From an optimization exercise on the open Yosys and OpenROAD flow, aimed at small area and a short achievable clock period; shortcuts taken in it are not production practice.
Only simulation tests tie the RTL to the original design; equivalence was not proved.
Power is estimated from default activity; no workload was simulated.

==> flow/design.v <==
package periph_pkg;
    localparam int data_w    = 32;
    localparam int n_lanes   = data_w / 8;
    localparam int cnt_w     = 64;
    localparam int reg_idx_w = 4;
    localparam int n_ext_irq = 8;
    localparam int n_irq     = n_ext_irq + 1;
    localparam int irq_num_w = 4;
    localparam logic [reg_idx_w-1:0] reg_gpio_data   = 4'd0;
    localparam logic [reg_idx_w-1:0] reg_gpio_dir    = 4'd1;
    localparam logic [reg_idx_w-1:0] reg_counter_lo  = 4'd2;
    localparam logic [reg_idx_w-1:0] reg_counter_hi  = 4'd3;
    localparam logic [reg_idx_w-1:0] reg_irq_ctrl    = 4'd4;
    localparam logic [reg_idx_w-1:0] reg_timer_ie    = 4'd5;
    localparam logic [reg_idx_w-1:0] reg_timer_if    = 4'd6;
    localparam logic [reg_idx_w-1:0] reg_timer_value = 4'd7;
    localparam logic [reg_idx_w-1:0] reg_timer_max   = 4'd8;
    localparam logic [reg_idx_w-1:0] reg_irq_number  = 4'd9;
    localparam logic [reg_idx_w-1:0] reg_counter_ld_lo = 4'd10;
    localparam logic [reg_idx_w-1:0] reg_counter_ld_hi = 4'd11;
    typedef struct packed {
        logic                 cyc;
        logic                 stb;
        logic                 we;
        logic [reg_idx_w-1:0] adr;
        logic [n_lanes-1:0]   sel;
        logic [data_w-1:0]    wdata;
    } bus_req_s;
    typedef struct packed {
        logic               gpio_data;
        logic               gpio_dir;
        logic               counter_cmd;
        logic               irq_ctrl;
        logic               timer_ie;
        logic               timer_if_cmd;
        logic               timer_max;
        logic               counter_ld_lo;
        logic               counter_ld_hi;
        logic [n_lanes-1:0] lanes;
    } reg_wr_s;
    typedef struct packed {
        logic [data_w-3:0] rsvd;
        logic              clear;
        logic              sample;
    } counter_cmd_s;
    typedef struct packed {
        logic [data_w-3:0] rsvd;
        logic              reload;
        logic              flag_clr;
    } timer_cmd_s;
    typedef union packed {
        logic [data_w-1:0] word;
        counter_cmd_s      counter;
        timer_cmd_s        timer;
    } cmd_word_u;
    typedef struct packed {
        logic [cnt_w-1:0]  counter_sample;
        logic [data_w-1:0] value;
        logic [data_w-1:0] max;
        logic              flag;
        logic              enable;
    } timer_stat_s;
    typedef struct packed {
        logic                 in_service;
        logic [irq_num_w-1:0] number;
    } irq_stat_s;
    function automatic logic [data_w-1:0] merge_bytes(
        input logic [data_w-1:0]  old_word,
        input logic [data_w-1:0]  new_word,
        input logic [n_lanes-1:0] lanes
    );
        logic [data_w-1:0] result;
        result = old_word;
        for (int b = 0; b < n_lanes; b++) begin
            if (lanes[b]) begin
                result[b*8 +: 8] = new_word[b*8 +: 8];
            end
        end
        merge_bytes = result;
    endfunction
endpackage
`timescale 1ns/100ps
module periph_top (
    input  logic        clk,
    input  logic        rst,
    input  logic        req_cyc,
    input  logic        req_stb,
    input  logic        req_we,
    input  logic [3:0]  req_adr,
    input  logic [3:0]  req_sel,
    input  logic [31:0] req_wdata,
    output logic [31:0] rdata,
    output logic        ack,
    input  logic [31:0] gpio_in,
    output logic [31:0] gpio_out,
    output logic [31:0] gpio_dir,
    input  logic [7:0]  ext_irq,
    input  logic        irq_ack,
    input  logic        irq_exit,
    output logic        cpu_irq
);
    logic wr_en;
    logic w_data, w_dir, w_cnt, w_irq, w_ie, w_if, w_max, w_ldlo, w_ldhi;
    assign wr_en  = req_cyc & req_stb & req_we;
    assign w_data = wr_en & (req_adr == 4'd0);
    assign w_dir  = wr_en & (req_adr == 4'd1);
    assign w_cnt  = wr_en & (req_adr == 4'd2) & req_sel[0];
    assign w_irq  = wr_en & (req_adr == 4'd4) & req_sel[0];
    assign w_ie   = wr_en & (req_adr == 4'd5) & req_sel[0];
    assign w_if   = wr_en & (req_adr == 4'd6) & req_sel[0];
    assign w_max  = wr_en & (req_adr == 4'd8);
    assign w_ldlo = wr_en & (req_adr == 4'd10);
    assign w_ldhi = wr_en & (req_adr == 4'd11);
    logic ack_q;
    logic rst_d;
    always_ff @(posedge clk) begin
        ack_q <= ~rst & req_stb;
        rst_d <= rst;
    end
    assign ack = req_cyc & ack_q;
    logic [63:0] counter;
    logic [63:0] sample;
    logic        szero;
    logic        clr;
    assign clr = w_cnt & req_wdata[1];
    logic        cinc_in;
    logic [15:0] cblk_ones;
    logic [16:0] cblk_cin;
    logic [64:0] cchain;
    logic [63:0] cinc;
    assign cinc_in = ~(w_ldlo | w_ldhi);
    assign cblk_cin[0] = cinc_in;
    for (genvar k = 0; k < 16; k++) begin : g_cblk
        assign cblk_ones[k] = &counter[4*k +: 4];
        assign cblk_cin[k+1] = cinc_in & (&cblk_ones[k:0]);
        for (genvar j = 0; j < 4; j++) begin : g_cbit
            logic c;
            assign c = (j == 0) ? cblk_cin[k] : cchain[4*k+j];
            assign cchain[4*k+j+1] = c & counter[4*k+j];
            assign cinc[4*k+j] = counter[4*k+j] ^ c;
        end
    end
    always_ff @(posedge clk) begin
        for (int b = 0; b < 4; b++) begin
            if (rst | clr) begin
                counter[b*8 +: 8] <= '0;
                counter[32+b*8 +: 8] <= '0;
            end else begin
                counter[b*8 +: 8] <= (w_ldlo & req_sel[b]) ? req_wdata[b*8 +: 8] : cinc[b*8 +: 8];
                counter[32+b*8 +: 8] <= (w_ldhi & req_sel[b]) ? req_wdata[b*8 +: 8] : cinc[32+b*8 +: 8];
            end
        end
    end
    always_ff @(posedge clk) begin
        if (rst | clr) begin
            szero <= 1'b1;
        end else if (w_cnt & req_wdata[0]) begin
            szero <= 1'b0;
            sample <= counter;
        end
    end
    logic [31:0] nvalue;
    logic [31:0] max_q;
    logic [31:0] max_eff;
    logic [3:0]  mzero;
    logic        flag;
    logic        enable;
    logic        expired;
    logic        timer_irq;
    assign expired = rst_d | (&nvalue);
    always_comb begin
        for (int b = 0; b < 4; b++) begin
            max_eff[b*8 +: 8] = mzero[b] ? 8'd0 : max_q[b*8 +: 8];
        end
    end
    always_ff @(posedge clk) begin
        for (int b = 0; b < 4; b++) begin
            if (rst) begin
                mzero[b] <= 1'b1;
            end else if (w_max & req_sel[b]) begin
                mzero[b] <= 1'b0;
            end
            if (w_max & req_sel[b]) begin
                max_q[b*8 +: 8] <= req_wdata[b*8 +: 8];
            end
        end
    end
    logic [7:0]  vblk_ones;
    logic [8:0]  vblk_cin;
    logic [32:0] vchain;
    logic [31:0] nvinc;
    assign vblk_cin[0] = 1'b1;
    for (genvar k = 0; k < 8; k++) begin : g_vblk
        assign vblk_ones[k] = &nvalue[4*k +: 4];
        assign vblk_cin[k+1] = &vblk_ones[k:0];
        for (genvar j = 0; j < 4; j++) begin : g_vbit
            logic c;
            assign c = (j == 0) ? vblk_cin[k] : vchain[4*k+j];
            assign vchain[4*k+j+1] = c & nvalue[4*k+j];
            assign nvinc[4*k+j] = nvalue[4*k+j] ^ c;
        end
    end
    always_ff @(posedge clk) begin
        if ((w_if & req_wdata[1]) | expired) begin
            nvalue <= ~max_eff;
        end else begin
            nvalue <= nvinc;
        end
    end
    logic flag_n;
    logic enable_n;
    always_comb begin
        flag_n = flag;
        enable_n = enable;
        if (w_ie) begin
            enable_n = req_wdata[0];
        end
        if (w_if & req_wdata[0]) begin
            flag_n = 1'b0;
        end else if (expired) begin
            flag_n = 1'b1;
        end
        if (rst) begin
            flag_n = 1'b0;
            enable_n = 1'b0;
        end
    end
    always_ff @(posedge clk) begin
        flag <= flag_n;
        enable <= enable_n;
    end
    assign timer_irq = flag & enable;
    logic [31:0] data_q;
    logic [31:0] dir_q;
    logic [31:0] dir_s1;
    logic [31:0] in_s;
    logic [31:0] out_s;
    logic [31:0] data_wr;
    logic        rst_any;
    assign data_wr = w_data ? periph_pkg::merge_bytes(data_q, req_wdata, req_sel) : data_q;
    assign rst_any = rst | rst_d;
    always_ff @(posedge clk) begin
        if (rst) begin
            data_q <= '0;
            dir_q <= '0;
        end else begin
            if (w_dir) begin
                dir_q <= periph_pkg::merge_bytes(dir_q, req_wdata, req_sel);
            end
            data_q <= (dir_q & in_s) | (~dir_q & data_wr);
        end
    end
    always_ff @(posedge clk) begin
        dir_s1 <= dir_q;
        in_s <= gpio_in;
        out_s <= data_q;
    end
    always_ff @(posedge clk) begin
        if (rst_any) begin
            gpio_dir <= '0;
            gpio_out <= '0;
        end else begin
            gpio_dir <= dir_s1;
            gpio_out <= (dir_q & gpio_out) | (~dir_q & out_s);
        end
    end
    logic [8:0] sources;
    logic [3:0] pick;
    logic       pending;
    logic [3:0] number;
    logic       req_q;
    logic       in_service;
    logic [3:0] number_n;
    logic       req_n;
    logic       in_service_n;
    logic [7:0] en;
    logic       en_timer;
    assign sources = {timer_irq, ext_irq};
    always_comb begin
        pending = 1'b0;
        pick = '0;
        for (int i = 0; i < 9; i++) begin
            if (sources[i]) begin
                pending = 1'b1;
                pick = 4'(i);
            end
        end
    end
    always_comb begin
        req_n = req_q;
        number_n = number;
        in_service_n = in_service;
        if (irq_ack) begin
            req_n = 1'b0;
            in_service_n = 1'b1;
        end else if (!req_q && !in_service && pending) begin
            req_n = 1'b1;
            number_n = pick;
        end
        if (irq_exit) begin
            in_service_n = 1'b0;
        end
        if (w_irq) begin
            in_service_n = req_wdata[0];
        end
        if (rst) begin
            req_n = 1'b0;
            number_n = '0;
            in_service_n = 1'b0;
        end
    end
    always_ff @(posedge clk) begin
        req_q <= req_n;
        number <= number_n;
        in_service <= in_service_n;
        for (int i = 0; i < 8; i++) begin
            en[i] <= req_n & ~in_service_n & (number_n == 4'(i));
        end
        en_timer <= req_n & ~in_service_n & (number_n == 4'd8) & flag_n & enable_n;
    end
    assign cpu_irq = |(en & ext_irq) | en_timer;
    logic [31:0] rd_word;
    always_comb begin
        case (req_adr)
            4'd0: rd_word = data_q;
            4'd1: rd_word = dir_q;
            4'd2: rd_word = szero ? 32'd0 : sample[31:0];
            4'd3: rd_word = szero ? 32'd0 : sample[63:32];
            4'd4: rd_word = {31'b0, in_service};
            4'd5: rd_word = {31'b0, enable};
            4'd6: rd_word = {31'b0, flag};
            4'd7: rd_word = rst_d ? 32'd0 : ~nvalue;
            4'd8: rd_word = max_eff;
            4'd9: rd_word = {26'b0, number, 2'b00};
            default: rd_word = '0;
        endcase
    end
    always_ff @(posedge clk) begin
        rdata <= rd_word;
    end
endmodule
==> flow/flow/run.sh <==
#!/bin/bash
# The standard layout with two changes, both through ORFS's own hooks:
# every port is buffered by a plain buf_1 instead of the delay buffer that
# buffer_ports picks on its own (timing repair sizes them up where a path
# needs it), and after floorplanning cpu_irq.tcl rebuilds the cpu_irq gates
# in two levels. Each tool's full output stays in orfs/logs; make's in
# standard.log.
set -euo pipefail
here=$(pwd)
export BUFFER_PORTS_ARGS="-buffer_cell sky130_fd_sc_hd__buf_1"
export POST_FLOORPLAN_TCL="$here/flow/cpu_irq.tcl"
bash standard.sh > standard.log 2>&1
==> flow/flow/cpu_irq.tcl <==
# Rebuilds cpu_irq as two levels of gates: three a22oi and one a221oi over
# the (en[i], ext_irq[i]) pairs and en_timer, into one nand4. Synthesis maps
# the same function in three levels for area; this is the path from the
# interrupt inputs to cpu_irq, the longest one in the design.
set blk [ord::get_db_block]
set db [ord::get_db]

proc irq_net {blk name} {
  set n [$blk findNet $name]
  if {$n eq "NULL" || $n eq ""} { error "cpu_irq.tcl: no net $name" }
  return $n
}

set out [irq_net $blk cpu_irq]
set old {}
foreach it [$out getITerms] {
  if {[$it isOutputSignal]} { set old [$it getInst] }
}
if {$old eq ""} { error "cpu_irq.tcl: cpu_irq has no driver" }

# the old cone: cells whose outputs feed only the cone, back from the driver
proc irq_cone {inst} {
  set cone [list $inst]
  set grown 1
  while {$grown} {
  set grown 0
  set todo $cone
  while {[llength $todo]} {
    set i [lindex $todo 0]
    set todo [lrange $todo 1 end]
    foreach it [$i getITerms] {
      if {![$it isInputSignal]} { continue }
      set n [$it getNet]
      if {$n eq "NULL"} { continue }
      set drv ""
      foreach jt [$n getITerms] { if {[$jt isOutputSignal]} { set drv [$jt getInst] } }
      if {$drv eq ""} { continue }
      if {[string match "*_DFF_*" [$drv getName]] || [string match "*dfxtp*" [[$drv getMaster] getName]] || [string match "*edfxtp*" [[$drv getMaster] getName]]} { continue }
      # every load of n must already be in the cone
      set only 1
      foreach jt [$n getITerms] {
        if {[$jt isInputSignal] && [lsearch -exact $cone [$jt getInst]] < 0} { set only 0 }
      }
      if {[llength [$n getBTerms]]} { set only 0 }
      if {$only && [lsearch -exact $cone $drv] < 0} {
        lappend cone $drv
        lappend todo $drv
        set grown 1
      }
    }
  }
  }
  return $cone
}
set cone [irq_cone $old]

set ::irq_k 0
proc irq_gate {blk db master pins out} {

  set inst [odb::dbInst_create $blk [$db findMaster sky130_fd_sc_hd__$master] irq_rebuild_$::irq_k]
  incr ::irq_k
  foreach {pin net} $pins { [$inst findITerm $pin] connect $net }
  set y [odb::dbNet_create $blk irq_rebuild_net_$::irq_k]
  if {$out ne ""} { set y $out }
  [$inst findITerm Y] connect $y
  return $y
}

set e {}
set x {}
for {set i 0} {$i < 8} {incr i} {
  lappend e [irq_net $blk "en\\\[$i\\\]"]
  lappend x [irq_net $blk "ext_irq\[$i\]"]
}
set t [irq_net $blk en_timer]

# detach and delete the old cone
foreach it [$out getITerms] { if {[$it isOutputSignal]} { $it disconnect } }
set dead {}
foreach i $cone {
  foreach it [$i getITerms] {
    if {[$it isOutputSignal]} {
      set n [$it getNet]
      if {$n ne "NULL"} { lappend dead $n }
    }
  }
  odb::dbInst_destroy $i
}
foreach n $dead { if {[llength [$n getITerms]] == 0 && [llength [$n getBTerms]] == 0} { odb::dbNet_destroy $n } }

set g0 [irq_gate $blk $db a22oi_1 [list A1 [lindex $e 0] A2 [lindex $x 0] B1 [lindex $e 1] B2 [lindex $x 1]] ""]
set g1 [irq_gate $blk $db a22oi_1 [list A1 [lindex $e 2] A2 [lindex $x 2] B1 [lindex $e 3] B2 [lindex $x 3]] ""]
set g2 [irq_gate $blk $db a22oi_1 [list A1 [lindex $e 4] A2 [lindex $x 4] B1 [lindex $e 5] B2 [lindex $x 5]] ""]
set g3 [irq_gate $blk $db a221oi_1 [list A1 [lindex $e 6] A2 [lindex $x 6] B1 [lindex $e 7] B2 [lindex $x 7] C1 $t] ""]
irq_gate $blk $db nand4_1 [list A $g0 B $g1 C $g2 D $g3] $out
puts "cpu_irq.tcl: replaced [llength $cone] cells with 5"
==> flow/standard.sh <==
#!/bin/bash
# synth_recipe.tcl (not shown) runs the flow's synth.tcl, then flattens the netlist and writes it again
# the make line also repeats each setting of config.mk as NAME=value (left out here)
make -C /OpenROAD-flow-scripts/flow DESIGN_CONFIG=/design/flow/config.mk WORK_HOME=/design/flow/orfs CLKGATE_MAP_FILE= SYNTH_SCRIPT=/design/flow/synth_recipe.tcl "${@:-finish}"
==> flow/config.mk <==
export PLATFORM = sky130hd
export DESIGN_NAME = periph_top
export DESIGN_NICKNAME = periph_top
export VERILOG_FILES = /design/flow/design.v
export SDC_FILE = /design/flow/constraint.sdc
export NUM_CORES = 4
export LEC_CHECK = 0
export ABC_AREA = 1
export CAP_MARGIN = 20
export CORE_MARGIN = 2
export CORE_UTILIZATION = 60
export CTS_CLUSTER_DIAMETER = 70
export CTS_CLUSTER_SIZE = 36
export GPL_TIMING_DRIVEN = 0
export SETUP_SLACK_MARGIN = 2.45
export SLEW_MARGIN = 20
==> flow/constraint.sdc <==
create_clock -name core_clock -period 5.0 [get_ports {clk}]
set_input_delay 1.0000 -clock core_clock [delete_from_list [all_inputs] [get_ports {clk}]]
set_output_delay 1.0000 -clock core_clock [all_outputs]
set_load 0.01 [all_outputs]
==> out/results.ini, run 1 <==
[grt]
grt_max_degree=36
grt_overflow=0
grt_use_total_pct=31.5
grt_pass1_vias=12700
antenna_found_initial=2
grt_pass1_wl_um=72100

[placed_design]
gp_congestion=0.943
io_buffers=184
dp_hpwl_um=34800
dpl_cell_area_um2=18700
dp.cells=2316
dp_slack_ns=1.03

[worst_setup_path]
worstSetupPathType=in2reg
cp.required_ns=5.48
worst-endpoint-arrival_ns=3.15
crit_path_end_kind=register
critPathLaunchType=input port
crit_fanout=2

[clock_network]
clk_pin_slew_worst_paths_ns=0.11
htreeDepth=1
numCtsBuffers=24
cts_sinks=472
cts_hold_buf=0
clk_latency_ns=0.58
cts_tree=done
clk_path_buf_depth=3
root_buffer=clkbuf_16

[finish]
drive_gt1_share_pct=12.1
nNetsFinal=2146
fin_util_pct=71.0
final_cell_mix=dfxtp_1 (358), nand2_1 (213), inv_1 (209)
instances_no_fill=2391
layout_commonest_cell=dfxtp_1
area_growth_pct=17.2
stdcell_area_um2=20300

[yosys]
synth_flop_cell=dfxtp_1
synth_compound_area_share_pct=15.7
netlist_instances=1747
synth_top_family_by_area=compound AO/OA/AOI/OAI gates
synthAdderAreaFrac_pct=5.14
ys_seq_elements=472
synth_xor_area_share_pct=1.22
mappedNetlistNets=1905
synthArstFlopShare_pct=0
synthMuxAreaShare_pct=0
synth_cell_types=45
yosys.area_share.simple_pct=11.0
yosysSeqAreaShare_pct=60.2
synth.cell_area_um2=17300
avgSynthCellArea_um2=9.90
synth_edf_count=96
ys_warn_count=1

[sta]
period_share_pct=53.4
skew_ns=0.0224
tns_ns=0
fin_ws_ns=2.33
fmax_ghz=0.375
worst_pin_slew_ns=0.976
fin_crit_ns=2.67
holdWs_ns=0.363
slew-limit-headroom_pct=34.9
hold_violations=0
rsz0062_at_grt=yes
finalSetupViolCount=0
maxSlewViolCount=0

[power_and_ir_drop]
pwr-share-clk_pct=36.9
peakVddDrop_uv=313
p_sw_mw=1.71
switching_share_pct=25.1
power.density_nw_per_um2=336
sequentialPowerShare_pct=58.3
total_power_mw=6.81
p_comb_share_pct=4.9
power_leakage_nw=7.88
p_int_mw=5.10

[status]
status=complete, no violations

[floorplan]
die_h_um=174
fp.coreArea_um2=28500
start_util_pct=60.6
die_area_um2=30200
fp-row-count=62
die_w_um=174
io_pins=185

[detailed_routing]
ant_nets=0
drcViolationCount=0
finalWirelength_um=48700
num_vias=13400
dr.pass1.iters=6
routed_via_density=5.61
dr.first_iter.drc_count=1429
wire_per_inst_um=20.4

[job]
drv_cap=0

[hold_path]
hold_class=reg2reg

==> critical path, stage by stage <==
cell	delay, ns
buf_8	0.11
nand2_8	0.06
nor2_4	0.05
nand3_4	0.07
nand2_4	0.08
inv_4	0.07
nand4_4	0.13
nor2_4	0.12
nand4_1	0.26
nor2_4	0.28
nand3_4	0.12
nor2_4	0.15
ha_4	0.15
ha_4	0.12
ha_4	0.19
o21ai_2	0.12
a21oi_2	0.04
==> logic make-up after synthesis <==
family / after synthesis
flip-flops: 472
adder cells (fa/ha/maj): 71
XOR/XNOR: 24
AO/OA/AOI/OAI: 457
buffers and inverters: 293
AND/OR/NAND/NOR: 430
==> Yosys cell counts (29+ instances only) <==
cell type | instances | area [µm²]
edfxtp_1 | 96 | 2880
dfxtp_1 | 376 | 7530
clkbuf_1 | 29 | 109
a21oi_1 | 172 | 861
o211ai_1 | 48 | 360
nor2_1 | 103 | 387
inv_1 | 211 | 792
o21ai_1 | 41 | 205
nand2_1 | 221 | 830
o21ai_0 | 105 | 526
nand3_1 | 44 | 220
ha_1 | 71 | 888
==> power by group through the flow <==
stage                     clock [mW]  sequential (mW)  combinational [mW]
after global routing            2.66             3.97               0.362
final                           2.51             3.97               0.333
after CTS                       2.53             3.96               0.314
after global placement             0             4.05               0.295
after detailed placement           0             4.05               0.300
after floorplan                    0             4.04               0.166
==> path summary, 6_finish.rpt <==
path                     from          end  slack (ns)  cells past startpoint
setup / recovery       req_we  counter[62]        2.33                     17
hold / removal       register    out_s[16]        0.36                      0
setup reg to reg  counter[15]  counter[62]        2.35                     15
hold reg to reg      register    out_s[16]        0.36                      0
==> metal layers <==
metal	global-route usage, %	up-vias	routed length (µm)	share of wire (%)
li1	-	6432	-	-
met1	41.0	6332	20000	41
met3	4.74	113	3770	7.7
met2	52.7	540	22800	47
met4	13.1	0	2130	4.4
met5	0	-	0	0
==> final cells by class <==
type,instances,area (µm²)
Antenna cell,2,5.00
Buffer,70,354
Clock buffer,27,654
Clock inverter,17,283
Fill cell,2281,8270
Inverter,223,855
Multi-Input combinational cell,981,6170
Sequential cell,472,10400
Tap cell,384,480
Timing Repair Buffer,215,1040
==> what timing repair did <==
item,4_1_cts,5_1_grt
gates resized for setup,72,56
pin swaps,16,30
endpoints found under the hold margin,0,0
endpoints found under the setup margin,137,88
buffers inserted,11,18
==> inputs of run 2 (changes only) <==
--- a/flow/config.mk
+++ b/flow/config.mk
@@ -8,9 +8,8 @@
 export ABC_AREA = 1
 export CAP_MARGIN = 20
 export CORE_MARGIN = 2
-export CORE_UTILIZATION = 60
-export CTS_CLUSTER_DIAMETER = 70
-export CTS_CLUSTER_SIZE = 36
-export GPL_TIMING_DRIVEN = 0
+export CORE_UTILIZATION = 70
+export CTS_CLUSTER_DIAMETER = 65
+export CTS_CLUSTER_SIZE = 33
 export SETUP_SLACK_MARGIN = 2.45
 export SLEW_MARGIN = 20
==> run 2 against run 1 <==
  * Clock-buffer cell count is 1 higher
  * Via count down 0.50%
  * Global-route usage up 0.90 points
  * Worst hold slack got worse by 0.0055 ns
  * Clock skew rose by 0.016 ns
  * Critical path depth is 9 lower
  * Setup slack better by 0.039 ns
  * Synthesized area is the same
  * Sequential share of layout area is 0.99 points higher
  * Sequential power is essentially flat
  * Flip-flop and latch count unchanged
  * Still clean on timing, DRC and antenna
==> out/results.ini, run 2 <==
[power_and_ir_drop]
peakVddDrop_uv=326  ; +4.0%
pwr-share-clk_pct=36.1  ; -0.8 points
power_leakage_nw=7.70  ; -2.3%
switching_share_pct=24.8  ; -0.29 points
power.density_nw_per_um2=337  ; +0.33%
p_sw_mw=1.66  ; -2.7%
sequentialPowerShare_pct=59.2  ; +0.9 points
p_comb_share_pct=4.7  ; -0.2 points
p_int_mw=5.04  ; -1.2%

[floorplan]
die_h_um=161  ; -7.2%
die_w_um=161  ; -7.2%
fp-row-count=57  ; -8.1%
fp.coreArea_um2=24300  ; -15%
io_pins=185  ; unchanged
die_area_um2=26000  ; -14%
start_util_pct=71.1  ; +11 points

[yosys]
avgSynthCellArea_um2=9.90  ; unchanged
ys_seq_elements=472  ; unchanged
synthTopCellsByArea=dfxtp_1 (44%), edfxtp_1 (17%), ha_1 (5.1%), a21oi_1 (5.0%), nand2_1 (4.8%)
ys_warn_count=1  ; unchanged
yosysSeqAreaShare_pct=60.2  ; unchanged
synth_flop_cell=dfxtp_1
synthArstFlopShare_pct=0  ; unchanged
synth.cell_area_um2=17300  ; unchanged
synth.most_common_cell=dfxtp_1
yosys.area.top_type=dfxtp_1
synth_cell_types=45  ; unchanged
synth_edf_count=96  ; unchanged
mappedNetlistNets=1905  ; unchanged
ys_top_cells_by_count=dfxtp_1 (376), nand2_1 (221), inv_1 (211), a21oi_1 (172), o21ai_0 (105)
synth_top_area_share_pct=43.5  ; unchanged
netlist_instances=1747  ; unchanged

[worst_setup_path]
crit_path_end_kind=register
cp.required_ns=5.44  ; -0.04 ns
worstSetupPathType=in2reg
worst-endpoint-arrival_ns=3.07  ; -0.08 ns
crit_fanout=16  ; +14
critPathLaunchType=input port

[clock_network]
cts_sinks=472  ; unchanged
clk_latency_ns=0.58  ; about the same
numCtsBuffers=24  ; unchanged
root_buffer=clkbuf_16
cts_hold_buf=0  ; unchanged
htreeDepth=1  ; unchanged
cts_tree=done
clk_pin_slew_worst_paths_ns=0.11  ; about the same
clk_path_buf_depth=3  ; unchanged

[finish]
nFillCells=1490  ; -35%
layout_commonest_cell=dfxtp_1
instances_no_fill=2275  ; -4.9%
drive_gt1_share_pct=10.9  ; -1.2 points
nNetsFinal=2093  ; -2.5%
final_cell_mix=dfxtp_1 (357), nand2_1 (208), inv_1 (205)
area_growth_pct=15.0
num_antenna_cells=0  ; -2

[sta]
maxSlewViolCount=0  ; unchanged
slew-limit-headroom_pct=40.8  ; +5.9 points
fin_crit_ns=2.63  ; -0.0391 ns
skew_ns=0.0384  ; +0.0160 ns
hold_violations=0  ; unchanged
tns_ns=0  ; unchanged
rsz0062_at_grt=yes
period_share_pct=52.6  ; -0.78 points
holdWs_ns=0.358  ; -0.00546 ns
fmax_ghz=0.380  ; +1.5%
fin_ws_ns=2.37  ; +0.0391 ns
worst_pin_slew_ns=0.887  ; -0.0888 ns
finalSetupViolCount=0  ; unchanged

[job]
drv_cap=0  ; unchanged

[grt]
grt_pass1_wl_um=66500  ; -7.8%
grt_max_degree=66  ; +83%
grt_use_total_pct=32.4  ; +0.90 points
grt_overflow=0  ; unchanged
antenna_found_initial=0  ; -2
grt_pass1_vias=12800  ; +0.22%

[placed_design]
dp.cells=2198  ; -5.1%
dp_hpwl_um=28000  ; -19%
dp_slack_ns=1.20  ; +0.167 ns
gp_congestion=0.928  ; -1.7%
io_buffers=184  ; unchanged

[detailed_routing]
dr.pass1.iters=6  ; unchanged
dr.first_iter.drc_count=1231  ; -14%
num_vias=13400  ; -0.50%
finalWirelength_um=43100  ; -12%
ant_nets=0  ; unchanged
drcViolationCount=0  ; unchanged
wire_per_inst_um=18.9  ; -7.0%
routed_via_density=5.87  ; +4.6%

[hold_path]
hold_class=reg2reg

[status]
status=complete, no violations

## run 2: per-stage QoR
| step | power [mW] | cell area [µm²] | utilization (%) |
|---|---|---|---|
| after CTS | 6.70 | 19700 | 81.1 |
| after global routing | 6.89 | 19900 | 81.8 |
| after floorplan | 4.21 | 17400 | - |
| after detailed placement | 4.32 | 18300 | 75.3 |
| after global placement | 4.31 | 18300 | 75.3 |
| final | 6.70 | 19900 | 81.8 |
## run 2: timing repair
action,in CTS,in global routing
resized for setup,89,31
endpoints found under the setup margin,288,171
buffers inserted,23,8
pin swaps,24,19
gates cloned,3,0
## run 2: path summary, 6_finish.rpt
kind / depth (start not counted) / from / to / slack, ns
worst min-delay path: 0 / register / out_s[16] / 0.36
worst min register to register: 0 / register / out_s[16] / 0.36
worst max register to register: 16 / counter[8] / counter[58] / 2.47
worst max-delay path: 8 / req_adr[0] / dir_q[12] / 2.37
## run 2: metal layers
metal	GRT usage, %	share of wire [%]	vias to the layer above
met2	54.5	47	628
met4	12.4	3.9	0
met5	0	0	-
met1	43.0	41	6291
met3	4.47	7.5	118
li1	-	-	6313
## run 2: final cells by class
class	count	area (µm²)	area share (%)
clock buffer	28	616	3.09
sequential	472	10400	52.4
clock inverter	15	299	1.50
timing repair buffer	229	1110	5.57
tap	324	405	2.04
timing repair inverter	1	7.51	0.0377
inverter	223	871	4.38
multi-input combinational	983	6160	30.9
## run 2: cells by family after synthesis
group,after synthesis,synth area share (%)
xor+xnor,24,1.22
flops,472,60.2
simple gates,430,11.0
compound gates,457,15.7
fa+ha+maj,71,5.14
buf+inv,293,6.74
## run 2: power by group through the flow
stage          sequential [mW]  clock [mW]  combinational (mW)
2_1_floorplan             4.04           0               0.166
3_3_place_gp              4.05           0               0.264
3_5_place_dp              4.05           0               0.274
4_1_cts                   3.96        2.44               0.301
5_1_grt                   3.97        2.58               0.339
6_report                  3.97        2.42               0.313
## run 2: worst max-delay path, stage by stage
cell and delay, ns:
buf_1 0.19, inv_1 0.08, nor2_2 0.24, nand2_1 0.13, nor2_1 0.48, nand2_1 0.56, o21ai_0 0.33, a21oi_1 0.07
==> inputs of run 3 (changes only) <==
--- a/flow/config.mk
+++ b/flow/config.mk
@@ -8,8 +8,8 @@
 export ABC_AREA = 1
 export CAP_MARGIN = 20
 export CORE_MARGIN = 2
-export CORE_UTILIZATION = 70
+export CORE_UTILIZATION = 60
 export CTS_CLUSTER_DIAMETER = 65
 export CTS_CLUSTER_SIZE = 33
-export SETUP_SLACK_MARGIN = 2.45
+export SETUP_SLACK_MARGIN = 2.38
 export SLEW_MARGIN = 20
==> run 3 against run 2 <==
  * Still clean on timing, DRC and antenna
  * Flip-flop and latch count unchanged
  * Core utilization down 13 points
  * Sequential share of layout area up 0.35 points
  * Clock-buffer cell count down 1
  * Register-to-register slack worse by 0.05 ns
  * Setup slack worse by 0.032 ns
  * Sequential power about the same
  * Critical path type is now in2out
==> out/results.ini, run 3 <==
[clock_network]
root_buffer=clkbuf_16
cts_hold_buf=0  ; unchanged
cts_sinks=472  ; unchanged
numCtsBuffers=27  ; +13%
cts_tree=done
clk_path_buf_depth=3  ; unchanged
htreeDepth=1  ; unchanged
clk_pin_slew_worst_paths_ns=0.10  ; about the same
clk_latency_ns=0.58  ; about the same

[status]
status=complete, no violations

[worst_setup_path]
worst-endpoint-arrival_ns=1.66  ; -1.41 ns
crit_fanout=2  ; -14
startpoint=ext_irq[6]
critPathMaxStageDelay_ns=0.26  ; -0.30 ns
cp_cell_sequence=buf_6 -> a221oi_2 -> nand4_1 -> buf_2
crit_path_end_kind=output pin
worstSetupPathType=in2out
critPathLaunchType=input port
reg2reg_from=nvalue[0]
r2r_slack_ns=2.42  ; -0.05 ns
cp.required_ns=4.00  ; -1.44 ns
slowest_stage=a221oi_2

[detailed_routing]
dr.first_iter.drc_count=1069  ; -13%
dr.pass1.iters=5  ; -1
ant_nets=0  ; unchanged
drcViolationCount=0  ; unchanged
routed_via_density=5.48  ; -6.6%
num_vias=12800  ; -4.5%
finalWirelength_um=41200  ; -4.4%
wire_per_inst_um=17.7  ; -6.6%

[power_and_ir_drop]
power.density_nw_per_um2=349  ; +3.6%
switching_share_pct=23.8  ; -1.0 points
p_comb_share_pct=4.3  ; -0.4 points
peakVddDrop_uv=326  ; about the same
p_sw_mw=1.64  ; -1.5%
power_leakage_nw=7.68  ; -0.19%
p_int_mw=5.25  ; +4.2%
sequentialPowerShare_pct=57.5  ; -1.7 points
pwr-share-clk_pct=38.1  ; +2.0 points

[yosys]
netlist_instances=1747  ; unchanged
synthArstFlopShare_pct=0  ; unchanged
ys_seq_elements=472  ; unchanged
yosys.area.top_type=dfxtp_1
synth.most_common_cell=dfxtp_1
yosys.area_share.simple_pct=11.0  ; unchanged
synthTopCellsByArea=dfxtp_1 (44%), edfxtp_1 (17%), ha_1 (5.1%), a21oi_1 (5.0%), nand2_1 (4.8%)
synth_top_area_share_pct=43.5  ; unchanged
mappedNetlistNets=1905  ; unchanged
synth_top_family_by_area=compound AO/OA/AOI/OAI gates
ys_warn_count=1  ; unchanged
ys_top_cells_by_count=dfxtp_1 (376), nand2_1 (221), inv_1 (211), a21oi_1 (172), o21ai_0 (105)
synthAdderAreaFrac_pct=5.14  ; unchanged
synthMuxAreaShare_pct=0  ; unchanged
avgSynthCellArea_um2=9.90  ; unchanged
synth.cell_area_um2=17300  ; unchanged
yosysSeqAreaShare_pct=60.2  ; unchanged
synth_edf_count=96  ; unchanged
synth_compound_area_share_pct=15.7  ; unchanged
synth_flop_cell=dfxtp_1
synth_xor_area_share_pct=1.22  ; unchanged
synth_cell_types=45  ; unchanged

[grt]
grt_pass1_wl_um=63800  ; -4.0%
grt_overflow=0  ; unchanged
grt_max_degree=66  ; unchanged
grt_pass1_vias=12000  ; -6.2%
grt_use_total_pct=26.5  ; -5.9 points
antenna_found_initial=1  ; +1

[sta]
hold_violations=0  ; unchanged
maxSlewViolCount=0  ; unchanged
fin_ws_ns=2.34  ; -0.0319 ns
tns_ns=0  ; unchanged
fmax_ghz=0.376  ; -1.2%
rsz0062_at_grt=yes
period_share_pct=53.2  ; +0.64 points
skew_ns=0.0243  ; -0.0141 ns
fin_crit_ns=2.66  ; +0.0319 ns
worst_pin_slew_ns=0.820  ; -0.0675 ns
slew-limit-headroom_pct=45.3  ; +4.4 points
finalSetupViolCount=0  ; unchanged

[finish]
fin_util_pct=69.1  ; -13 points
nFillCells=2313  ; +55%
stdcell_area_um2=19700  ; -0.80%
num_antenna_cells=0  ; unchanged
nNetsFinal=2082  ; -0.53%
area_growth_pct=14.1
final_cell_mix=dfxtp_1 (368), nand2_1 (215), inv_1 (208)
layout_commonest_cell=dfxtp_1
drive_gt1_share_pct=9.16  ; -1.7 points

[job]
drv_cap=0  ; unchanged

[floorplan]
die_h_um=174  ; +7.8%
die_area_um2=30200  ; +16%
start_util_pct=60.6  ; -11 points
fp.coreArea_um2=28500  ; +17%
io_pins=185  ; unchanged
fp-row-count=62  ; +8.8%
die_w_um=174  ; +7.8%

[placed_design]
dp_hpwl_um=28100  ; +0.30%
io_buffers=184  ; unchanged
dp_slack_ns=1.22  ; +0.0172 ns
gp_congestion=0.872  ; -6.0%
dpl_cell_area_um2=18300  ; +0.12%

[hold_path]
hold_class=reg2reg

==> run 3: final cells by class <==
| class | count | area, µm² | share of cell area, % |
|---|---|---|---|
| Timing Repair Buffer | 216 | 966 | 4.89 |
| Sequential cell | 472 | 10400 | 52.8 |
| Clock inverter | 22 | 328 | 1.66 |
| Inverter | 223 | 853 | 4.32 |
| Tap cell | 384 | 480 | 2.43 |
| Clock buffer | 27 | 676 | 3.42 |
| Multi-Input combinational cell | 983 | 6010 | 30.5 |
==> run 3: critical path, delay by kind of cell <==
| family | cells | cell delay, ns |
|---|---|---|
| compound gates | 1 | 0.26 |
| buf+inv | 2 | 0.27 |
| simple gates | 1 | 0.14 |
==> run 3: power groups by stage <==
| stage | clock (mW) | combinational, mW | sequential [mW] |
|---|---|---|---|
| floorplan | 0 | 0.166 | 4.04 |
| global placement | 0 | 0.267 | 4.05 |
| detailed placement | 0 | 0.272 | 4.05 |
| CTS | 2.66 | 0.282 | 3.96 |
| global route | 2.81 | 0.331 | 3.97 |
| finish | 2.63 | 0.300 | 3.96 |
==> run 3: cell families after synthesis <==
family / after synthesis
xor+xnor: 24
compound gates: 457
fa+ha+maj: 71
simple gates: 430
buf+inv: 293
flops: 472
==> run 3: final timing paths <==
| path | end | cells after the start |
|---|---|---|
| max | cpu_irq | 4 |
| min | out_s[6] | 0 |
| max reg2reg | nvalue[30] | 12 |
| min reg2reg | out_s[6] | 0 |
==> run 3: per-stage QoR <==
stage / power (mW) / instances / hold slack (ns)
detailed placement: 4.32 / 2260 / 0.343
global placement: 4.31 / 2260 / 0.334
CTS: 6.90 / 2316 / 0.354
global route: 7.12 / 2327 / 0.371
floorplan: 4.20 / 1747 / 0.331
finish: 6.89 / 2327 / 0.355
==> run 3: routing by layer <==
| layer | wire length, µm | global-route usage, % |
|---|---|---|
| met1 | 18500 | 37.2 |
| met2 | 19300 | 44.1 |
| met3 | 2560 | 3.33 |
| met4 | 816 | 5.95 |
| met5 | 12 | 0 |
==> run 3: what timing repair did <==
item                                    in CTS  in global routing
setup buffers                                6                 10
gates resized for setup                     33                 41
pin swaps                                    8                 19
cloned                                       1                  1
endpoints found under the setup margin     267                157
==> inputs of run 4 (changes only) <==
--- a/flow/config.mk
+++ b/flow/config.mk
@@ -11,5 +11,5 @@
 export CORE_UTILIZATION = 60
 export CTS_CLUSTER_DIAMETER = 65
 export CTS_CLUSTER_SIZE = 33
-export SETUP_SLACK_MARGIN = 2.38
+export SETUP_SLACK_MARGIN = 2.45
 export SLEW_MARGIN = 20
==> run 4 against run 3 <==
  * Clock skew fell by 0.0069 ns
  * Setup slack better by 0.055 ns
  * Clock-buffer cell count up 1
  * Synthesized area unchanged
  * Flip-flop and latch count is the same
  * Worst hold slack better by 0.0062 ns
  * Global-route usage increased by 0.51 points
  * Non-clock buffer count increased by 9
==> out/results.ini, run 4 <==
[yosys]
mappedNetlistNets=1905  ; unchanged
netlist_instances=1747  ; unchanged
synthAdderAreaFrac_pct=5.14  ; unchanged
synth.cell_area_um2=17300  ; unchanged
synth_top_area_share_pct=43.5  ; unchanged
synthTopCellsByArea=dfxtp_1 (44%), edfxtp_1 (17%), ha_1 (5.1%), a21oi_1 (5.0%), nand2_1 (4.8%)
synth_cell_types=45  ; unchanged
avgSynthCellArea_um2=9.90  ; unchanged
ys_top_cells_by_count=dfxtp_1 (376), nand2_1 (221), inv_1 (211), a21oi_1 (172), o21ai_0 (105)
yosysSeqAreaShare_pct=60.2  ; unchanged
synth_xor_area_share_pct=1.22  ; unchanged
synth_top_family_by_area=compound AO/OA/AOI/OAI gates
yosys.area.top_type=dfxtp_1
yosys.area_share.simple_pct=11.0  ; unchanged
synth_compound_area_share_pct=15.7  ; unchanged
ys_seq_elements=472  ; unchanged
synthArstFlopShare_pct=0  ; unchanged
ys_warn_count=1  ; unchanged
synthMuxAreaShare_pct=0  ; unchanged
synth_edf_count=96  ; unchanged
synth_flop_cell=dfxtp_1
synth.most_common_cell=dfxtp_1

[grt]
grt_pass1_vias=12000  ; +0.058%
grt_pass1_wl_um=65000  ; +1.8%
grt_max_degree=66  ; unchanged
grt_overflow=0  ; unchanged
grt_use_total_pct=27.0  ; +0.51 points
antenna_found_initial=0  ; -1

[sta]
worst_pin_slew_ns=0.856  ; +0.0359 ns
finalSetupViolCount=0  ; unchanged
rsz0062_at_grt=yes
slew-limit-headroom_pct=43.0  ; -2.3 points
period_share_pct=52.1  ; -1.1 points
maxSlewViolCount=0  ; unchanged
fmax_ghz=0.384  ; +2.1%
skew_ns=0.0174  ; -0.00690 ns
hold_violations=0  ; unchanged
fin_ws_ns=2.39  ; +0.0553 ns
fin_crit_ns=2.61  ; -0.0553 ns
tns_ns=0  ; unchanged

[clock_network]
cts_sinks=472  ; unchanged
numCtsBuffers=26  ; -3.7%
clk_pin_slew_worst_paths_ns=0.10  ; about the same
cts_hold_buf=0  ; unchanged
root_buffer=clkbuf_16
htreeDepth=1  ; unchanged
clk_path_buf_depth=3  ; unchanged
clk_latency_ns=0.57  ; about the same
cts_tree=done

[worst_setup_path]
slowest_stage=a221oi_2
reg2reg_from=nvalue[0]
cpLargestDelayFamily=compound AO/OA/AOI/OAI gates
critPathBufInv=2  ; unchanged
worst-endpoint-arrival_ns=1.61  ; -0.05 ns
crit_fanout=2  ; unchanged
worst-r2r-cell-count=12  ; unchanged
worstSetupPathType=in2out
cp_cell_sequence=buf_6 -> a221oi_2 -> nand4_1 -> buf_2
r2r_end=nvalue[31]
critPathMaxStageDelay_ns=0.25  ; about the same
crit_path_end_kind=output pin
r2r_slack_ns=2.46  ; +0.04 ns
cp.required_ns=4.00  ; about the same
critPathLaunchType=input port

[hold_path]
holdPathEnd=out_s[16]
hold_class=reg2reg
worstHoldPathCells=0  ; unchanged

[job]
drv_cap=0  ; unchanged

[detailed_routing]
wl_met3_um=2090  ; -18%
num_vias=12900  ; +0.76%
met1Wirelength_um=18900  ; +2.6%
top_layer_used=met4
route.met2.wl_um=20000  ; +3.3%
drcViolationCount=0  ; unchanged
wire_per_inst_um=17.9  ; +1.4%
ant_nets=0  ; unchanged
finalWirelength_um=41900  ; +1.8%
routed_via_density=5.50  ; +0.37%
dr.first_iter.drc_count=1063  ; -0.56%
dr.pass1.iters=5  ; unchanged

[placed_design]
gp_congestion=0.891  ; +2.1%
dp_hpwl_um=28500  ; +1.5%
io_buffers=184  ; unchanged
dp_slack_ns=1.22  ; +0.00547 ns

[finish]
layout_commonest_cell=dfxtp_1
drive_gt1_share_pct=11.3  ; +2.1 points
num_antenna_cells=0  ; unchanged
seq_area_um2=10400  ; about the same
area_growth_pct=15.5
final_cell_mix=dfxtp_1 (360), nand2_1 (208), inv_1 (205)
nNetsFinal=2091  ; +0.43%
nFillCells=2287  ; -1.1%
multiInputGateArea_um2=6160  ; +2.5%

[status]
status=complete, no violations

[floorplan]
io_pins=185  ; unchanged
fp-row-count=62  ; unchanged
die_w_um=174  ; unchanged
fp.coreArea_um2=28500  ; unchanged
die_area_um2=30200  ; unchanged
start_util_pct=60.6  ; unchanged
die_h_um=174  ; unchanged

[power_and_ir_drop]
power_leakage_nw=7.72  ; +0.51%
peakVddDrop_uv=324  ; -0.37%
power.density_nw_per_um2=343  ; -1.8%

## run 4: cell counts after synthesis
Identical to the previous run, type by type.
## run 4: report_power, final
part / total [mW] / internal (mW) / switching, mW
combinational: 0.311 / 0.102 / 0.209
sequential: 3.96 / 3.93 / 0.0386
clock: 2.57 / 1.15 / 1.42
## run 4: cell type report
type	instances	share of cell area [%]
clock buffer	28	3.40
clock inverter	20	1.41
inverter	223	4.34
multi-input combinational	984	30.9
sequential	472	52.2
tap	384	2.41
timing repair buffer	225	5.34
## run 4: layer usage
layer	global-route usage [%]	vias up
met5	0	-
met4	6.51	0
met3	2.89	59
met2	45.4	387
met1	37.7	6090
li1	-	6314
## run 4: stage by stage
stage	utilization (%)	std cells	power [mW]	area [µm²]	hold WS (ns)
global route	69.9	2336	7.05	20000	0.375
CTS	69.0	2324	6.85	19700	0.362
floorplan	-	1747	4.21	17400	0.331
detailed placement	64.5	2260	4.32	18400	0.345
finish	69.9	2336	6.85	20000	0.361
global placement	64.5	2260	4.31	18400	0.335
## run 4: worst max path at each step
stage	cells past startpoint	slack, ns	end	startpoint
after floorplan	6	2.07	sample[0]	req_adr[2]
after global placement	10	1.30	counter[6]	req_adr[3]
after detailed placement	10	1.22	counter[16]	req_adr[3]
after CTS	4	2.41	cpu_irq	ext_irq[6]
after global routing	10	2.34	rdata[4]	req_adr[1]
final	4	2.39	cpu_irq	ext_irq[6]
## run 4: logic make-up (layout without fill, tap and decap cells)
logic type,count (synthesis),after routing
flip-flops,472,472
AO/OA/AOI/OAI,457,456
AND/OR/NAND/NOR,430,433
buffers and inverters,293,496
adder cells (fa/ha/maj),71,71
XOR/XNOR,24,24
## run 4: what timing repair did
| item | in CTS | in global routing |
|---|---|---|
| buffers inserted | 14 | 11 |
| cloned | 2 | 1 |
| hold endpoints to repair | 0 | 0 |
| gates resized for setup | 64 | 43 |
| pin swaps | 15 | 18 |
| setup endpoints to repair | 266 | 144 |
==> inputs of run 5 (changes only) <==
--- a/flow/config.mk
+++ b/flow/config.mk
@@ -6,10 +6,10 @@
 export NUM_CORES = 4
 export LEC_CHECK = 0
 export ABC_AREA = 1
-export CAP_MARGIN = 20
+export CAP_MARGIN = 5
 export CORE_MARGIN = 2
 export CORE_UTILIZATION = 60
 export CTS_CLUSTER_DIAMETER = 65
 export CTS_CLUSTER_SIZE = 33
 export SETUP_SLACK_MARGIN = 2.45
-export SLEW_MARGIN = 20
+export SLEW_MARGIN = 5
==> run 5 against run 4 <==
  * Non-clock buffer count did not move
  * Synthesized cell count stayed put
  * Synthesized area unchanged
  * Worst hold slack stayed put
  * Critical path depth stayed put
  * Highest routed layer unchanged
  * Design area did not move
  * Die area did not move
  * Clock-buffer cell count unchanged
  * First-iteration DRC count did not move
  * Flip-flop and latch count unchanged
  * Critical endpoint unchanged
  * Register-to-register slack is essentially flat
  * Still clean on timing, DRC and antenna
==> out/results.ini, run 5 <==
[status]
status=complete, no violations

[clock_network]
clk_latency_ns=0.57  ; about the same
htreeDepth=1  ; unchanged
clk_path_buf_depth=3  ; unchanged
cts_tree=done
clk_pin_slew_worst_paths_ns=0.10  ; about the same
cts_sinks=472  ; unchanged
root_buffer=clkbuf_16
cts_hold_buf=0  ; unchanged
numCtsBuffers=26  ; unchanged

[detailed_routing]
dr.pass1.iters=5  ; unchanged
ant_nets=0  ; unchanged
num_vias=12900  ; unchanged
routed_via_density=5.50  ; unchanged
wire_per_inst_um=17.9  ; unchanged
finalWirelength_um=41900  ; unchanged
dr.first_iter.drc_count=1063  ; unchanged
drcViolationCount=0  ; unchanged

[hold_path]
hold_class=reg2reg
worstHoldPathCells=0  ; unchanged

[sta]
fin_crit_ns=2.61  ; unchanged
tns_ns=0  ; unchanged
fmax_ghz=0.384  ; unchanged
hold_violations=0  ; unchanged
skew_ns=0.0174  ; unchanged
fin_ws_ns=2.39  ; unchanged
finalSetupViolCount=0  ; unchanged
maxSlewViolCount=0  ; unchanged
worst_pin_slew_ns=0.856  ; unchanged
rsz0062_at_grt=yes
slew-limit-headroom_pct=43.0  ; unchanged
period_share_pct=52.1  ; unchanged

[placed_design]
gp_congestion=0.891  ; unchanged
io_buffers=184  ; unchanged
dp_hpwl_um=28500  ; unchanged
dp_slack_ns=1.22  ; unchanged

[power_and_ir_drop]
power.density_nw_per_um2=343  ; unchanged
peakVddDrop_uv=324  ; unchanged
power_leakage_nw=7.72  ; unchanged

[yosys]
synth_compound_area_share_pct=15.7  ; unchanged
ys_warn_count=1  ; unchanged
synthMuxAreaShare_pct=0  ; unchanged
netlist_instances=1747  ; unchanged
yosysSeqAreaShare_pct=60.2  ; unchanged
yosys.area_share.simple_pct=11.0  ; unchanged
synth_cell_types=45  ; unchanged
synth_edf_count=96  ; unchanged
yosys.area.top_type=dfxtp_1
ys_top_cells_by_count=dfxtp_1 (376), nand2_1 (221), inv_1 (211), a21oi_1 (172), o21ai_0 (105)
mappedNetlistNets=1905  ; unchanged
synth.cell_area_um2=17300  ; unchanged
ys_seq_elements=472  ; unchanged
synth.most_common_cell=dfxtp_1
avgSynthCellArea_um2=9.90  ; unchanged
synth_top_family_by_area=compound AO/OA/AOI/OAI gates
synth_top_area_share_pct=43.5  ; unchanged
synth_flop_cell=dfxtp_1
synthArstFlopShare_pct=0  ; unchanged
synth_xor_area_share_pct=1.22  ; unchanged
synthTopCellsByArea=dfxtp_1 (44%), edfxtp_1 (17%), ha_1 (5.1%), a21oi_1 (5.0%), nand2_1 (4.8%)
synthAdderAreaFrac_pct=5.14  ; unchanged

[finish]
nNetsFinal=2091  ; unchanged
nFillCells=2287  ; unchanged
layout_commonest_cell=dfxtp_1
final_cell_mix=dfxtp_1 (360), nand2_1 (208), inv_1 (205)
num_antenna_cells=0  ; unchanged
drive_gt1_share_pct=11.3  ; unchanged
area_growth_pct=15.5  ; unchanged
fin_util_pct=69.9  ; unchanged

[floorplan]
die_w_um=174  ; unchanged
io_pins=185  ; unchanged
fp-row-count=62  ; unchanged
fp.coreArea_um2=28500  ; unchanged
die_area_um2=30200  ; unchanged
die_h_um=174  ; unchanged
start_util_pct=60.6  ; unchanged

[worst_setup_path]
reg2reg_from=nvalue[0]
startpoint=ext_irq[6]
worst-endpoint-arrival_ns=1.61  ; about the same
cp.required_ns=4.00  ; about the same
worstSetupPathType=in2out
critPathLaunchType=input port
crit_path_end_kind=output pin
worst-r2r-cell-count=12  ; unchanged
crit_fanout=2  ; unchanged

[job]
drv_cap=0  ; unchanged

[grt]
grt_max_degree=66  ; unchanged
grt_pass1_wl_um=65000  ; unchanged
grt_pass1_vias=12000  ; unchanged
grt_overflow=0  ; unchanged
antenna_found_initial=0  ; unchanged
grt_use_total_pct=27.0  ; unchanged

==> run 5: worst paths after layout <==
kind                end  slack (ns)
max             cpu_irq        2.39
max reg2reg  nvalue[31]        2.46
min reg2reg   out_s[16]        0.36
min           out_s[16]        0.36
==> run 5: report_power, final <==
group	total (mW)	switching, mW	leakage (nW)	internal, mW
Combinational	0.311	0.209	3.18	0.102
Sequential	3.96	0.0386	4.08	3.93
Clock	2.57	1.42	0.464	1.15
Total	6.85	1.67	7.72	5.18
==> run 5: cell families (layout without fill, tap and decap cells) <==
family | after synthesis | in the layout
DFF | 472 | 472
AOI/OAI and AO/OA | 457 | 456
adders and majority gates | 71 | 71
buffers and inverters | 293 | 496
xor gates and xnor gates | 24 | 24
and+or+nand+nor | 430 | 433
==> run 5: final cells by class <==
cell class	count	area [µm²]	share of cell area [%]
Clock buffer	28	679	3.40
Inverter	223	866	4.34
Multi-Input combinational cell	984	6160	30.9
Clock inverter	20	282	1.41
Tap cell	384	480	2.41
Timing Repair Buffer	225	1070	5.34
Sequential cell	472	10400	52.2
==> run 5: critical path, stage by stage <==
cell      delay [ns]
buf_6           0.09
a221oi_2        0.25
nand4_1         0.10
buf_2           0.15
==> run 5: per-layer routing <==
layer | up-vias | track usage, % | share of wire [%]
li1 | 6314 | - | -
met1 | 6090 | 37.7 | 45
met2 | 387 | 45.4 | 48
met3 | 59 | 2.89 | 5.0
met4 | 0 | 6.51 | 2.2
met5 | - | 0 | 0
==> run 5: metrics by stage <==
stage	power [mW]	hold slack (ns)	cell area, µm²	cells
global route	7.05	0.375	20000	2336
finish	6.85	0.361	20000	2336
detailed placement	4.32	0.345	18400	2260
global placement	4.31	0.335	18400	2260
floorplan	4.21	0.331	17400	1747
CTS	6.85	0.362	19700	2324
==> run 5: what timing repair did <==
item	in CTS	in global routing
buffers inserted	14	11
pin swaps	15	18
endpoints found under the setup margin	266	144
gates resized for setup	64	43
gates cloned	2	1

[port drivers added, routing unchanged]
In the flow no input, the clock included, has a driving cell. The finished layouts below were timed again as built, in two steps.
Step 1: set_driving_cell puts a clkbuf_16 on clk and a buf_2 on each other input, an assumption about the parent block.
Step 2 times the ports against the registers' clock, not the clock port: input delays grow and output delays shrink by t, the midpoint of the rising clock arrivals with the driver on.
a / b / c = no drivers / after step 1 / after step 2; a / b = the first two.
run | t (ns) | slack for setup (ns) | worst setup path at the end | worst data-port slew with drivers (ns)
run 1 | 0.627 | 2.332 / 2.331 / 1.705 | input to register | 0.08
run 2 | 0.613 | 2.371 / 2.364 / 1.770 | input to register | 0.08
run 3 | 0.620 | 2.339 / 2.301 / 1.796 | input to register | 0.07
run 4 | 0.619 | 2.394 / 2.355 / 1.829 | input to register | 0.07
run 5 | 0.619 | 2.394 / 2.355 / 1.829 | input to register | 0.07
After both steps setup and hold are still met in every run listed. For run 1, which loses most, drivers alone change the setup slack by -0.001 ns; drivers and shift together by -0.627 ns.
